This design comes from an exercise in tuning for small area, a short achievable clock period and few clock cycles per item on the open sky130 flow, not from production work.
Where RTL was checked, it was by simulation tests only, not by an equivalence proof against the original.
Power figures rest on the tool's default switching activity, not on a simulated workload.

## data_mem_responder
module data_mem_responder #(
  parameter int DEPTH   = 64,
  parameter int LATENCY = 2
) (
  input  logic        clk,
  input  logic        rst,
  input  logic        req_valid,
  output logic        req_ready,
  input  logic        req_we,
  input  logic [31:0] req_addr,
  input  logic [31:0] req_wdata,
  output logic        resp_valid,
  input  logic        resp_ready,
  output logic [31:0] resp_rdata,
  output logic        resp_err
);
Size in the first run: about 4200 cells after synthesis, roughly 100 I/O pins, about 81000 um^2 of cells after synthesis.
==> flow/config.mk <==
export PLATFORM = sky130hd
export DESIGN_NAME = data_mem_responder
export DESIGN_NICKNAME = data_mem_responder
export VERILOG_FILES = /design/flow/design.v
export SDC_FILE = /design/flow/constraint.sdc
export NUM_CORES = 4
export LEC_CHECK = 0
export CAP_MARGIN = 20
export CORE_MARGIN = 2
export CORE_UTILIZATION = 50
export CTS_BUF_LIST = sky130_fd_sc_hd__clkbuf_16
export CTS_CLUSTER_DIAMETER = 60
export CTS_CLUSTER_SIZE = 24
export GPL_TIMING_DRIVEN = 1
export SETUP_SLACK_MARGIN = 2.8
export SLEW_MARGIN = 20
export TNS_END_PERCENT = 3
==> flow/constraint.sdc <==
create_clock -name core_clock -period 5.0 [get_ports {clk}]
set_input_delay 1.0000 -clock core_clock [delete_from_list [all_inputs] [get_ports {clk}]]
set_output_delay 1.0000 -clock core_clock [all_outputs]
set_load 0.01 [all_outputs]
standard.sh (not shown) runs the stock make flow with config.mk's settings and CLKGATE_MAP_FILE= SYNTH_SCRIPT=/design/flow/synth_recipe.tcl, a recipe that flattens the netlist after the stock synthesis.
==> flow/flow/run.sh <==
#!/bin/bash
# Standard layout with two changes: the ports are buffered with buf_2 cells
# instead of the delay cells buffer_ports picks by default, and clock tree
# synthesis inserts no dummy loads. Everything else is the standard.sh.
set -euo pipefail
export BUFFER_PORTS_ARGS="-buffer_cell sky130_fd_sc_hd__buf_2"
export CTS_ARGS="-sink_clustering_enable -repair_clock_nets -sink_clustering_size 24 -sink_clustering_max_diameter 60 -buf_list sky130_fd_sc_hd__clkbuf_16 -dont_use_dummy_load"
bash standard.sh finish > standard.log 2>&1
Testbench counts at the start, summed over its fixed seeds: cycles 4,824, items 4,800.
==> next run, changes <==
CORE_UTILIZATION = 55   (was 50)
Result:
- via count rose slightly
- wire length rose slightly
- count of clock-buffer cells in the layout rose by 1
- final cell count fell by a few percent
- power is about the same
- core utilization rose by 5.5 points
- synthesized area does not change
- cell area stays flat
- setup slack degrades by 5.3 ps
- hold slack degrades by 11 ps
- non-clock buffer count rose by 20
==> next run, changes <==
CORE_UTILIZATION = 50   (was 55)
SETUP_SLACK_MARGIN = 2.9   (was 2.8)
Effect:
- The new run reached the layout checks and failed them: antenna violations
- final cell count came out higher by 3.9%
- via count came out lower by 0.50%
- count of clock-buffer cells in the layout came out lower by 1
- synthesized cell count is unchanged
- worst setup slack improves by 22 ps
- power is about the same

---

== delta ==
data_mem_responder, a different RTL version from the one above (not shown whole).
Size: ~100 I/O pins, about 80000 µm² of cells after synthesis.
clock: 5.0 ns
lec_check: 0
cap_margin: 20
core_margin: 2
core_utilization: 45
cts_buf_list: sky130_fd_sc_hd__clkbuf_16
cts_cluster_diameter: 60
cts_cluster_size: 24
gpl_timing_driven: 1
setup_slack_margin: 2.9
slew_margin: 20
tns_end_percent: 3
Scripts as last shown in full above: flow/flow/run.sh
delta | status: complete | timing, DRC, antenna: pass
Testbench counts of delta, summed over its fixed seeds: cycles 4,824, items 4,800.
## Diff of input files: willow against delta
Settings: CORE_UTILIZATION changed from 45 to 50.
==> comparison <==
- willow reached the final stage; the timing, DRC and antenna checks on its layout passed.
- Taking delta as the reference, in willow sum of internal, switching and leakage power higher, part of the total power dissipated in the clock network higher.
- In willow the combinational cell power turned out about 1% higher than in delta.
- Across both runs, wire length of the first global-routing pass was lower for willow than for delta.

---

fjord:
Another version of the RTL of data_mem_responder (not shown whole).
Size: about 2200 flip-flops, ~78000 um^2 of cells after synthesis.
export LEC_CHECK = 0
export CAP_MARGIN = 20
export CORE_MARGIN = 2
export CORE_UTILIZATION = 50
export SETUP_SLACK_MARGIN = 2.6
export SLEW_MARGIN = 20
create_clock -name core_clock -period 5.0 [get_ports {clk}]
run.sh (not shown) runs the stock make flow with config.mk's settings and CLKGATE_MAP_FILE= SYNTH_SCRIPT=/design/flow/synth_recipe.tcl, a recipe that flattens the netlist after the stock synthesis.
Stock flow here: none of the scripts above is used.
What zinc does differently from fjord at the input level:
diff --git a/flow/config.mk b/flow/config.mk
--- a/flow/config.mk
+++ b/flow/config.mk
@@ -9,4 +9,8 @@
 export CORE_MARGIN = 2
 export CORE_UTILIZATION = 50
+export CTS_BUF_LIST = sky130_fd_sc_hd__clkbuf_16
+export CTS_CLUSTER_DIAMETER = 60
+export CTS_CLUSTER_SIZE = 24
+export GPL_TIMING_DRIVEN = 1
 export SETUP_SLACK_MARGIN = 2.6
 export SLEW_MARGIN = 20
## What came out
All of zinc and fjord finish clean. Compared with fjord, post-layout instance area in zinc decreased by a few percent. A cell at the slowest stage of the critical path of sky130_fd_sc_hd__or4_4 is what zinc shows, while sky130_fd_sc_hd__or4_1 belongs to fjord. | overall power consumption | zinc vs fjord | 9.3% lower |. Vias after detailed routing came out lower on zinc than on fjord. The routed wire length number comes out higher for fjord vs zinc. Summary: clock period minus final worst setup slack, zinc worse than fjord. Total CTS buffers (zinc vs. fjord) decreases by more than a quarter. Diff fjord -> zinc: critical path data arrival time +0.09 ns; count of instances resized after the clock tree is built -2.3%; non-clock buffer count -17. Met3 layer wire length in the routed design | zinc below fjord.
The following lists how xenon was set up differently from zinc:
diff --git a/flow/config.mk b/flow/config.mk
--- a/flow/config.mk
+++ b/flow/config.mk
@@ -8,9 +8,8 @@
 export CAP_MARGIN = 20
 export CORE_MARGIN = 2
-export CORE_UTILIZATION = 50
+export CORE_UTILIZATION = 55
 export CTS_BUF_LIST = sky130_fd_sc_hd__clkbuf_16
 export CTS_CLUSTER_DIAMETER = 60
 export CTS_CLUSTER_SIZE = 24
-export GPL_TIMING_DRIVEN = 1
-export SETUP_SLACK_MARGIN = 2.6
+export SETUP_SLACK_MARGIN = 2.8
 export SLEW_MARGIN = 20
- zinc consumes more power than xenon.
- As far as average cell area after synthesis is concerned, zinc and xenon perform about the same.
- xenon has met1 usage in global routing above what zinc had.
- Count of standard-cell rows for xenon is lower than for zinc.
- Relative to zinc, the post-route worst hold slack of xenon is higher by 0.068 ns.
No run of this note included a check of the RTL's function; only the layout flow was run.

what the ideal ports hide:
Ports are ideal in the flow. The routed layouts listed here were re-timed in OpenROAD. Step 1 assumes that a clkbuf_16 drives the clock port and a buf_2 every other input. Step 2 also shifts input and output timing later by t, the mid clock arrival at the registers, as if the neighbouring blocks saw the same clock. Three values: no drivers, after step 1, after step 2; two values: the first two.
run | t (ns) | slack for setup (ns) | hold slack, ns | worst setup path at the end | clock arrival spread, ns
the first run of note 1 | 0.862 | 2.541 / 2.539 / 1.932 | 0.076 / 0.019 / 0.441 | input to register | 0.109 / 0.108
the second run of note 1 | 0.866 | 2.536 / 2.533 / 1.988 | 0.066 / 0.004 / 0.432 | input to register | 0.098 / 0.098
the third run of note 1 | 0.859 | 2.558 / 2.540 / 1.906 | 0.076 / 0.019 / 0.441 | input to register | 0.108 / 0.108
delta | 0.871 | 2.395 / 2.304 / 1.856 | 0.069 / -0.002 / 0.418 | input to register | 0.094 / 0.093
willow | 0.854 | 2.522 / 2.444 / 1.967 | 0.078 / 0.023 / 0.423 | input to register | 0.092 / 0.092
fjord | 0.908 | 2.212 / 2.208 / 2.120 | 0.333 / 0.270 / 0.475 | input to register | 0.052 / 0.052
zinc | 0.873 | 2.119 / 2.119 / 2.119 | 0.357 / 0.298 / 0.478 | register to register | 0.050 / 0.051
xenon | 0.876 | 2.140 / 2.140 / 2.075 | 0.425 / 0.362 / 0.478 | input to register | 0.040 / 0.040
The setup slack of the third run of note 1, which loses most, moves by -0.018 ns with the drivers and by -0.652 ns with both steps.
